Background: an optimization exercise with open tools, aiming at small area, a short achievable clock period and few clock cycles per item. Do not read the settings as production practice. The RTL was checked by simulation tests, not by an equivalence proof against the original design.

==> willow <==
## sph_harmonic_norm_const_core
module sph_harmonic_norm_const_core
#(
    parameter int DEGREE_BOUND = 2047
)
(
    input  logic               clk,
    input  logic               rst_n,
    input  logic               start,
    output logic               busy,
    input  logic [sphn_pkg::FIELD_W-1:0] degree,
    input  logic [sphn_pkg::FIELD_W-1:0] order,
    input  logic               cfg_we,
    input  logic [sphn_pkg::FIELD_W-1:0] cfg_wdata,
    output logic               done,
    output logic [63:0]        factor_bits,
    output logic               range_error
);
clock: 8.0 ns
lec_check: 0
abc_area: 1
cap_margin: 20
core_margin: 2
core_utilization: 50
cts_buf_list: sky130_fd_sc_hd__clkbuf_8
place_density: 0.75
setup_slack_margin: 5.0
slew_margin: 20
run.sh (not shown) runs the stock make flow with config.mk's settings and CLKGATE_MAP_FILE= SYNTH_SCRIPT=/design/flow/synth_recipe.tcl, a recipe that flattens the netlist after the stock synthesis.
==> inputs of quartz, as changes to willow <==
--- a/flow/design.v
+++ b/flow/design.v
@@ -29,21 +29,19 @@
 );
     logic [10:0] maxd_r;
     logic        busy_r;
     logic        done_r;
     logic        go_r;
     logic        run_r;
     logic        egt_r;
     logic        err_r;
+    logic [10:0] l_r;
     logic [10:0] m_r;
     logic [11:0] k_r;
-    logic [11:0] k_inc;
-    logic        ogt;
-    logic        dgt;
     logic        d_act;
     logic        s_act;
     logic        m_act;
     logic        last_r;
     logic        sq2n_r;
     logic        accept;
     logic        err_go;
     logic        adv;
@@ -97,44 +95,27 @@
     logic [52:0] mopa;
     logic [52:0] mopb;
     logic [53:0] msum;
     logic [10:0] fB;
     logic        movf;
     logic        mcin;
     logic [12:0] minc;
     assign accept = start && !busy_r;
-    assign err_go = egt_r;
+    assign err_go = egt_r || (m_r > l_r);
     assign d_done = dq[53];
     assign s_done = sT[53];
     assign m_done = mph == sphn_pkg::M_FIN;
     logic adv_c;
     assign adv_c  = run_r && (!d_act || d_done) && (!s_act || s_done) && (!m_act || m_done);
     assign adv    = adv_r;
     assign adv_nx = run_r && !go_r && !adv_r
                     && (!d_act || ((dph == sphn_pkg::D_DIV) ? dq[52] : dq[53]))
                     && (!s_act || sT[53] || sT[52])
                     && (!m_act || mph == sphn_pkg::M_NRM || mph == sphn_pkg::M_FIN);
-    always_comb
-    begin
-        logic c;
-        ogt = 1'b0;
-        dgt = 1'b0;
-        for (int i = 0; i < 11; i++)
-        begin
-            ogt = (order[i] & ~degree[i]) | (~(order[i] ^ degree[i]) & ogt);
-            dgt = (degree[i] & ~maxd_r[i]) | (~(degree[i] ^ maxd_r[i]) & dgt);
-        end
-        c = 1'b1;
-        for (int i = 0; i < 12; i++)
-        begin
-            k_inc[i] = k_r[i] ^ c;
-            c        = c & k_r[i];
-        end
-    end
     always_ff @(posedge clk or negedge rst_n)
     begin
         if (!rst_n)
         begin
             maxd_r <= '0;
         end
         else if (cfg_we)
         begin
@@ -154,63 +135,63 @@
         else
         begin
             done_r <= 1'b0;
             adv_r  <= adv_nx;
             go_r   <= accept;
             if (accept)
             begin
                 busy_r <= 1'b1;
-                run_r  <= 1'b1;
             end
-            else if (go_r && err_go)
+            else if (go_r)
             begin
-                busy_r <= 1'b0;
-                run_r  <= 1'b0;
-                done_r <= 1'b1;
+                busy_r <= !err_go;
+                run_r  <= !err_go;
+                done_r <= err_go;
             end
             else if (adv && last_r)
             begin
                 busy_r <= 1'b0;
                 run_r  <= 1'b0;
                 done_r <= 1'b1;
             end
         end
     end
     always_ff @(posedge clk)
     begin
         if (accept)
         begin
+            l_r   <= degree;
             m_r   <= order;
-            egt_r <= ogt || dgt || (32'(degree) > DEGREE_BOUND);
+            egt_r <= (degree > maxd_r) || (32'(degree) > DEGREE_BOUND);
         end
         if (go_r)
         begin
             err_r <= err_go;
         end
     end
     always_ff @(posedge clk)
     begin
-        if (accept)
+        if (go_r)
         begin
             k_r    <= 12'd1;
-            d_act  <= order != '0;
+            d_act  <= m_r != '0;
             s_act  <= 1'b1;
             m_act  <= 1'b0;
             last_r <= 1'b0;
             sq2n_r <= 1'b0;
         end
         else if (adv)
         begin
-            k_r    <= k_inc;
-            d_act  <= d_act && (k_r != {1'b0, m_r});
-            s_act  <= d_act;
+            k_r    <= k_r + 12'd1;
+            d_act  <= k_r < {1'b0, m_r};
+            s_act  <= k_r <= {1'b0, m_r};
             m_act  <= 1'b1;
             last_r <= (m_r == '0) ? (k_r == 12'd1) : sq2n_r;
-            sq2n_r <= (m_r != '0) && s_act && !d_act;
+            sq2n_r <= (m_r != '0) && (k_r == {1'b0, m_r} + 12'd1);
         end
     end
     always_comb
     begin
         dmsb = '0;
         de   = '0;
         for (int i = 0; i < 22; i++)
         begin
@@ -222,22 +203,22 @@
         end
     end
     assign dpow2 = dmsb == dp;
     assign dmul = dph == sphn_pkg::D_MUL;
     assign db   = (!dmul || dq[11]) ? {{3{dmul}}, dp} : '0;
     assign dsum = {1'b0, dR, 1'b0} - {1'b0, db};
     always_ff @(posedge clk)
     begin
-        if (accept)
+        if (go_r)
         begin
             dph  <= sphn_pkg::D_MUL;
             dR   <= '0;
-            dq   <= {41'b0, 1'b1, degree, 1'b1};
-            dp   <= {10'h3ff, ~degree, 1'b1};
+            dq   <= {41'b0, 1'b1, l_r, 1'b1};
+            dp   <= {10'h3ff, ~l_r, 1'b1};
         end
         else if (adv)
         begin
             dp  <= dsum[21:0];
             dq  <= '0;
             dph <= sphn_pkg::D_INIT;
         end
         else
@@ -279,31 +260,31 @@
     end
     assign strial = {1'b0, srem, srad[53:52]} - {2'b0, sT, 2'b01};
     assign sge    = !strial[57];
     always_comb
     begin
         s0h = '0;
         for (int i = 0; i < 12; i++)
         begin
-            if ({degree, 1'b1} >> i != 12'd0)
+            if ({l_r, 1'b1} >> i != 12'd0)
             begin
                 s0h = 5'(i >> 1);
             end
         end
     end
     assign sinc = dq[53:1] + 53'(dq[0]);
     assign sovf = &dq;
     assign sxi  = {sinc[52] | sovf, sinc[51:0]};
     assign sxr  = dx + 6'(sovf);
     always_ff @(posedge clk)
     begin
-        if (accept)
+        if (go_r)
         begin
-            srad <= {degree, 1'b1, 42'b0};
+            srad <= {l_r, 1'b1, 42'b0};
             srem <= '0;
             sT   <= '0;
             sexp <= s0h;
         end
         else if (adv)
         begin
             srad <= sxr[0] ? {sxi, 1'b0} : {1'b0, sxi};
             srem <= '0;
@@ -331,17 +312,17 @@
     assign mopa = ma;
     assign mopb = mpp_r ? fm : {52'b0, mfin && mup};
     assign msum = {1'b0, mopa} + {1'b0, mopb};
     assign movf = mup && (&ma);
     assign mcin = (mph == sphn_pkg::M_EXT) || (mph == sphn_pkg::M_NRM && mhi) || (mfin && movf);
     assign minc = mxb + 13'(mcin);
     always_ff @(posedge clk)
     begin
-        if (accept)
+        if (go_r)
         begin
             mph <= sphn_pkg::M_FIN;
         end
         else if (adv)
         begin
             mb   <= sq2n_r ? sphn_pkg::SQRT2_SIG : sT[53:1];
             mcb  <= !sq2n_r && sT[0];
             mpp_r <= sq2n_r ? sphn_pkg::SQRT2_SIG[0] : sT[1] ^ sT[0];
Settings changed: CORE_UTILIZATION 50 to 55, CTS_BUF_LIST sky130_fd_sc_hd__clkbuf_8 to unset, PLACE_DENSITY 0.75 to 0.8, SETUP_SLACK_MARGIN 5.0 to 4.5.
==> inputs of tundra, as changes to willow <==
--- a/flow/design.v
+++ b/flow/design.v
@@ -31,19 +31,16 @@
     logic        busy_r;
     logic        done_r;
     logic        go_r;
     logic        run_r;
     logic        egt_r;
     logic        err_r;
     logic [10:0] m_r;
     logic [11:0] k_r;
-    logic [11:0] k_inc;
-    logic        ogt;
-    logic        dgt;
     logic        d_act;
     logic        s_act;
     logic        m_act;
     logic        last_r;
     logic        sq2n_r;
     logic        accept;
     logic        err_go;
     logic        adv;
@@ -108,33 +105,16 @@
     assign m_done = mph == sphn_pkg::M_FIN;
     logic adv_c;
     assign adv_c  = run_r && (!d_act || d_done) && (!s_act || s_done) && (!m_act || m_done);
     assign adv    = adv_r;
     assign adv_nx = run_r && !go_r && !adv_r
                     && (!d_act || ((dph == sphn_pkg::D_DIV) ? dq[52] : dq[53]))
                     && (!s_act || sT[53] || sT[52])
                     && (!m_act || mph == sphn_pkg::M_NRM || mph == sphn_pkg::M_FIN);
-    always_comb
-    begin
-        logic c;
-        ogt = 1'b0;
-        dgt = 1'b0;
-        for (int i = 0; i < 11; i++)
-        begin
-            ogt = (order[i] & ~degree[i]) | (~(order[i] ^ degree[i]) & ogt);
-            dgt = (degree[i] & ~maxd_r[i]) | (~(degree[i] ^ maxd_r[i]) & dgt);
-        end
-        c = 1'b1;
-        for (int i = 0; i < 12; i++)
-        begin
-            k_inc[i] = k_r[i] ^ c;
-            c        = c & k_r[i];
-        end
-    end
     always_ff @(posedge clk or negedge rst_n)
     begin
         if (!rst_n)
         begin
             maxd_r <= '0;
         end
         else if (cfg_we)
         begin
@@ -175,17 +155,17 @@
             end
         end
     end
     always_ff @(posedge clk)
     begin
         if (accept)
         begin
             m_r   <= order;
-            egt_r <= ogt || dgt || (32'(degree) > DEGREE_BOUND);
+            egt_r <= (order > degree) || (degree > maxd_r) || (32'(degree) > DEGREE_BOUND);
         end
         if (go_r)
         begin
             err_r <= err_go;
         end
     end
     always_ff @(posedge clk)
     begin
@@ -195,22 +175,22 @@
             d_act  <= order != '0;
             s_act  <= 1'b1;
             m_act  <= 1'b0;
             last_r <= 1'b0;
             sq2n_r <= 1'b0;
         end
         else if (adv)
         begin
-            k_r    <= k_inc;
-            d_act  <= d_act && (k_r != {1'b0, m_r});
-            s_act  <= d_act;
+            k_r    <= k_r + 12'd1;
+            d_act  <= k_r < {1'b0, m_r};
+            s_act  <= k_r <= {1'b0, m_r};
             m_act  <= 1'b1;
             last_r <= (m_r == '0) ? (k_r == 12'd1) : sq2n_r;
-            sq2n_r <= (m_r != '0) && s_act && !d_act;
+            sq2n_r <= (m_r != '0) && (k_r == {1'b0, m_r} + 12'd1);
         end
     end
     always_comb
     begin
         dmsb = '0;
         de   = '0;
         for (int i = 0; i < 22; i++)
         begin
Settings changed: CORE_UTILIZATION 50 to 55, CTS_BUF_LIST sky130_fd_sc_hd__clkbuf_8 to unset, PLACE_DENSITY 0.75 to 0.8, SETUP_SLACK_MARGIN 5.0 to 4.5.
==> inputs of raven, as changes to willow <==
--- a/flow/design.v
+++ b/flow/design.v
@@ -29,21 +29,19 @@
 );
     logic [10:0] maxd_r;
     logic        busy_r;
     logic        done_r;
     logic        go_r;
     logic        run_r;
     logic        egt_r;
     logic        err_r;
+    logic [10:0] l_r;
     logic [10:0] m_r;
     logic [11:0] k_r;
-    logic [11:0] k_inc;
-    logic        ogt;
-    logic        dgt;
     logic        d_act;
     logic        s_act;
     logic        m_act;
     logic        last_r;
     logic        sq2n_r;
     logic        accept;
     logic        err_go;
     logic        adv;
@@ -97,44 +95,27 @@
     logic [52:0] mopa;
     logic [52:0] mopb;
     logic [53:0] msum;
     logic [10:0] fB;
     logic        movf;
     logic        mcin;
     logic [12:0] minc;
     assign accept = start && !busy_r;
-    assign err_go = egt_r;
+    assign err_go = egt_r || (m_r > l_r);
     assign d_done = dq[53];
     assign s_done = sT[53];
     assign m_done = mph == sphn_pkg::M_FIN;
     logic adv_c;
     assign adv_c  = run_r && (!d_act || d_done) && (!s_act || s_done) && (!m_act || m_done);
     assign adv    = adv_r;
     assign adv_nx = run_r && !go_r && !adv_r
                     && (!d_act || ((dph == sphn_pkg::D_DIV) ? dq[52] : dq[53]))
                     && (!s_act || sT[53] || sT[52])
                     && (!m_act || mph == sphn_pkg::M_NRM || mph == sphn_pkg::M_FIN);
-    always_comb
-    begin
-        logic c;
-        ogt = 1'b0;
-        dgt = 1'b0;
-        for (int i = 0; i < 11; i++)
-        begin
-            ogt = (order[i] & ~degree[i]) | (~(order[i] ^ degree[i]) & ogt);
-            dgt = (degree[i] & ~maxd_r[i]) | (~(degree[i] ^ maxd_r[i]) & dgt);
-        end
-        c = 1'b1;
-        for (int i = 0; i < 12; i++)
-        begin
-            k_inc[i] = k_r[i] ^ c;
-            c        = c & k_r[i];
-        end
-    end
     always_ff @(posedge clk or negedge rst_n)
     begin
         if (!rst_n)
         begin
             maxd_r <= '0;
         end
         else if (cfg_we)
         begin
@@ -154,63 +135,63 @@
         else
         begin
             done_r <= 1'b0;
             adv_r  <= adv_nx;
             go_r   <= accept;
             if (accept)
             begin
                 busy_r <= 1'b1;
-                run_r  <= 1'b1;
             end
-            else if (go_r && err_go)
+            else if (go_r)
             begin
-                busy_r <= 1'b0;
-                run_r  <= 1'b0;
-                done_r <= 1'b1;
+                busy_r <= !err_go;
+                run_r  <= !err_go;
+                done_r <= err_go;
             end
             else if (adv && last_r)
             begin
                 busy_r <= 1'b0;
                 run_r  <= 1'b0;
                 done_r <= 1'b1;
             end
         end
     end
     always_ff @(posedge clk)
     begin
         if (accept)
         begin
+            l_r   <= degree;
             m_r   <= order;
-            egt_r <= ogt || dgt || (32'(degree) > DEGREE_BOUND);
+            egt_r <= (degree > maxd_r) || (32'(degree) > DEGREE_BOUND);
         end
         if (go_r)
         begin
             err_r <= err_go;
         end
     end
     always_ff @(posedge clk)
     begin
-        if (accept)
+        if (go_r)
         begin
             k_r    <= 12'd1;
-            d_act  <= order != '0;
+            d_act  <= m_r != '0;
             s_act  <= 1'b1;
             m_act  <= 1'b0;
             last_r <= 1'b0;
             sq2n_r <= 1'b0;
         end
         else if (adv)
         begin
-            k_r    <= k_inc;
-            d_act  <= d_act && (k_r != {1'b0, m_r});
-            s_act  <= d_act;
+            k_r    <= k_r + 12'd1;
+            d_act  <= k_r < {1'b0, m_r};
+            s_act  <= k_r <= {1'b0, m_r};
             m_act  <= 1'b1;
             last_r <= (m_r == '0) ? (k_r == 12'd1) : sq2n_r;
-            sq2n_r <= (m_r != '0) && s_act && !d_act;
+            sq2n_r <= (m_r != '0) && (k_r == {1'b0, m_r} + 12'd1);
         end
     end
     always_comb
     begin
         dmsb = '0;
         de   = '0;
         for (int i = 0; i < 22; i++)
         begin
@@ -222,22 +203,22 @@
         end
     end
     assign dpow2 = dmsb == dp;
     assign dmul = dph == sphn_pkg::D_MUL;
     assign db   = (!dmul || dq[11]) ? {{3{dmul}}, dp} : '0;
     assign dsum = {1'b0, dR, 1'b0} - {1'b0, db};
     always_ff @(posedge clk)
     begin
-        if (accept)
+        if (go_r)
         begin
             dph  <= sphn_pkg::D_MUL;
             dR   <= '0;
-            dq   <= {41'b0, 1'b1, degree, 1'b1};
-            dp   <= {10'h3ff, ~degree, 1'b1};
+            dq   <= {41'b0, 1'b1, l_r, 1'b1};
+            dp   <= {10'h3ff, ~l_r, 1'b1};
         end
         else if (adv)
         begin
             dp  <= dsum[21:0];
             dq  <= '0;
             dph <= sphn_pkg::D_INIT;
         end
         else
@@ -279,31 +260,31 @@
     end
     assign strial = {1'b0, srem, srad[53:52]} - {2'b0, sT, 2'b01};
     assign sge    = !strial[57];
     always_comb
     begin
         s0h = '0;
         for (int i = 0; i < 12; i++)
         begin
-            if ({degree, 1'b1} >> i != 12'd0)
+            if ({l_r, 1'b1} >> i != 12'd0)
             begin
                 s0h = 5'(i >> 1);
             end
         end
     end
     assign sinc = dq[53:1] + 53'(dq[0]);
     assign sovf = &dq;
     assign sxi  = {sinc[52] | sovf, sinc[51:0]};
     assign sxr  = dx + 6'(sovf);
     always_ff @(posedge clk)
     begin
-        if (accept)
+        if (go_r)
         begin
-            srad <= {degree, 1'b1, 42'b0};
+            srad <= {l_r, 1'b1, 42'b0};
             srem <= '0;
             sT   <= '0;
             sexp <= s0h;
         end
         else if (adv)
         begin
             srad <= sxr[0] ? {sxi, 1'b0} : {1'b0, sxi};
             srem <= '0;
@@ -331,17 +312,17 @@
     assign mopa = ma;
     assign mopb = mpp_r ? fm : {52'b0, mfin && mup};
     assign msum = {1'b0, mopa} + {1'b0, mopb};
     assign movf = mup && (&ma);
     assign mcin = (mph == sphn_pkg::M_EXT) || (mph == sphn_pkg::M_NRM && mhi) || (mfin && movf);
     assign minc = mxb + 13'(mcin);
     always_ff @(posedge clk)
     begin
-        if (accept)
+        if (go_r)
         begin
             mph <= sphn_pkg::M_FIN;
         end
         else if (adv)
         begin
             mb   <= sq2n_r ? sphn_pkg::SQRT2_SIG : sT[53:1];
             mcb  <= !sq2n_r && sT[0];
             mpp_r <= sq2n_r ? sphn_pkg::SQRT2_SIG[0] : sT[1] ^ sT[0];
Settings changed: ABC_AREA 1 to unset, CORE_UTILIZATION 50 to 55, CTS_BUF_LIST sky130_fd_sc_hd__clkbuf_8 to unset, PLACE_DENSITY 0.75 to 0.8, SETUP_SLACK_MARGIN 5.0 to 4.5.
==> out/qor.csv <==
stage,metric,value,unit
clock_tree,cts.sinks,534,
finish,n_all_inverters,671,
placement,dpl-instance-area,37100,um2
run_status,status,timing/DRC/antenna clean,
drt,viasPerCell,5.83,
finish,buffer_area_frac,0.0357,
global_route,grtUsageMet1,0.419,
yosys,synth_xor_xnor_area_share,0.0376,
floorplan,num_tap_cells,855,
That was quartz.
==> out/qor.csv <==
stage,metric,value,unit
yosys,synth_xor_xnor_area_share,0.0519,
yosys,synth_commonest_cells,"434 x nor2_1, 379 x nand2_1, 330 x a21oi_1",
floorplan,die_h,251,um
placement,dpl-instance-area,34600,um2
clock_tree,cts.sinks,534,
run_status,firstError,"[ERROR GRT-0229] Vertical edge usage exceeds the maximum allowed. (27, 21) usage=65535 limit=2200",
yosys,yosysTopAreaCellShare,0.194,
clock_tree,cts_hold_buf,0,
yosys,synth_top_family_by_area,compound AO/OA/AOI/OAI gates,
run_status,status,aborted with a tool error,
yosys,async_flop_share,0.0300,
run_status,stop_stage,global routing (5_1_grt),
yosys,netlist_area,33600,um2
That was raven.
==> out/qor.csv <==
stage,metric,value,unit
floorplan,num_tap_cells,873,
finish,n_all_inverters,575,
global_route,grtUsageMet1,0.386,
clock_tree,cts.sinks,522,
drt,viasPerCell,5.99,
placement,dpl-instance-area,35400,um2
finish,buffer_area_frac,0.0826,
run_status,status,timing/DRC/antenna clean,
finish,fin_cells,5963,
finish,multi_input_cells,3468,
That was willow.
==> out/qor.csv <==
stage,metric,value,unit
drt,viasPerCell,5.80,
floorplan,num_tap_cells,864,
yosys,synth_xor_xnor_area_share,0.0348,
finish,fill_cells,6112,
placement,dpl-instance-area,37400,um2
finish,buffer_area_frac,0.0379,
setup_path,crit_family,buffers and inverters,
global_route,grtUsageMet1,0.436,
run_status,status,timing/DRC/antenna clean,
clock_tree,cts.sinks,522,
That was tundra.
Testbench counts of willow, summed over its fixed seeds: cycles 602,796, requests 384.
Testbench counts of quartz, summed over its fixed seeds: cycles 603,180, requests 384.
Testbench counts of tundra, summed over its fixed seeds: cycles 602,796, requests 384.
Testbench counts of raven, summed over its fixed seeds: cycles 603,180, requests 384.

-- static timing again, ports no longer ideal --
No port has a modelled driver above. Below, the same layouts with a new extraction and two added sets of constraints.
Step 1 (the two cells are an assumption about what drives the block):
set clk [get_ports {clk}]
set_driving_cell -lib_cell sky130_fd_sc_hd__clkbuf_16 $clk
set_driving_cell -lib_cell sky130_fd_sc_hd__buf_2 [delete_from_list [all_inputs] $clk]
Step 2, shift: input delay + t, output delay - t, t = (earliest + latest rising clock arrival at the registers) / 2. This alone moves slack from input paths to output paths.
a / b / c = no drivers / after step 1 / after step 2; a / b = the first two.
run	shift t [ns]	slack for setup (ns)	worst setup path after step 2	clock arrival spread, ns	cell pins on the clock port's net
willow	0.758	4.446 / 4.446 / 3.921	input to register	0.059 / 0.059	1
quartz	0.709	4.621 / 4.611 / 4.328	input to register	0.022 / 0.022	1
tundra	0.716	4.621 / 4.554 / 3.982	input to register	0.047 / 0.047	1
After both steps every run listed still meets setup and hold. The setup slack of tundra, which loses most, moves by -0.067 ns with the drivers and by -0.639 ns with both steps.
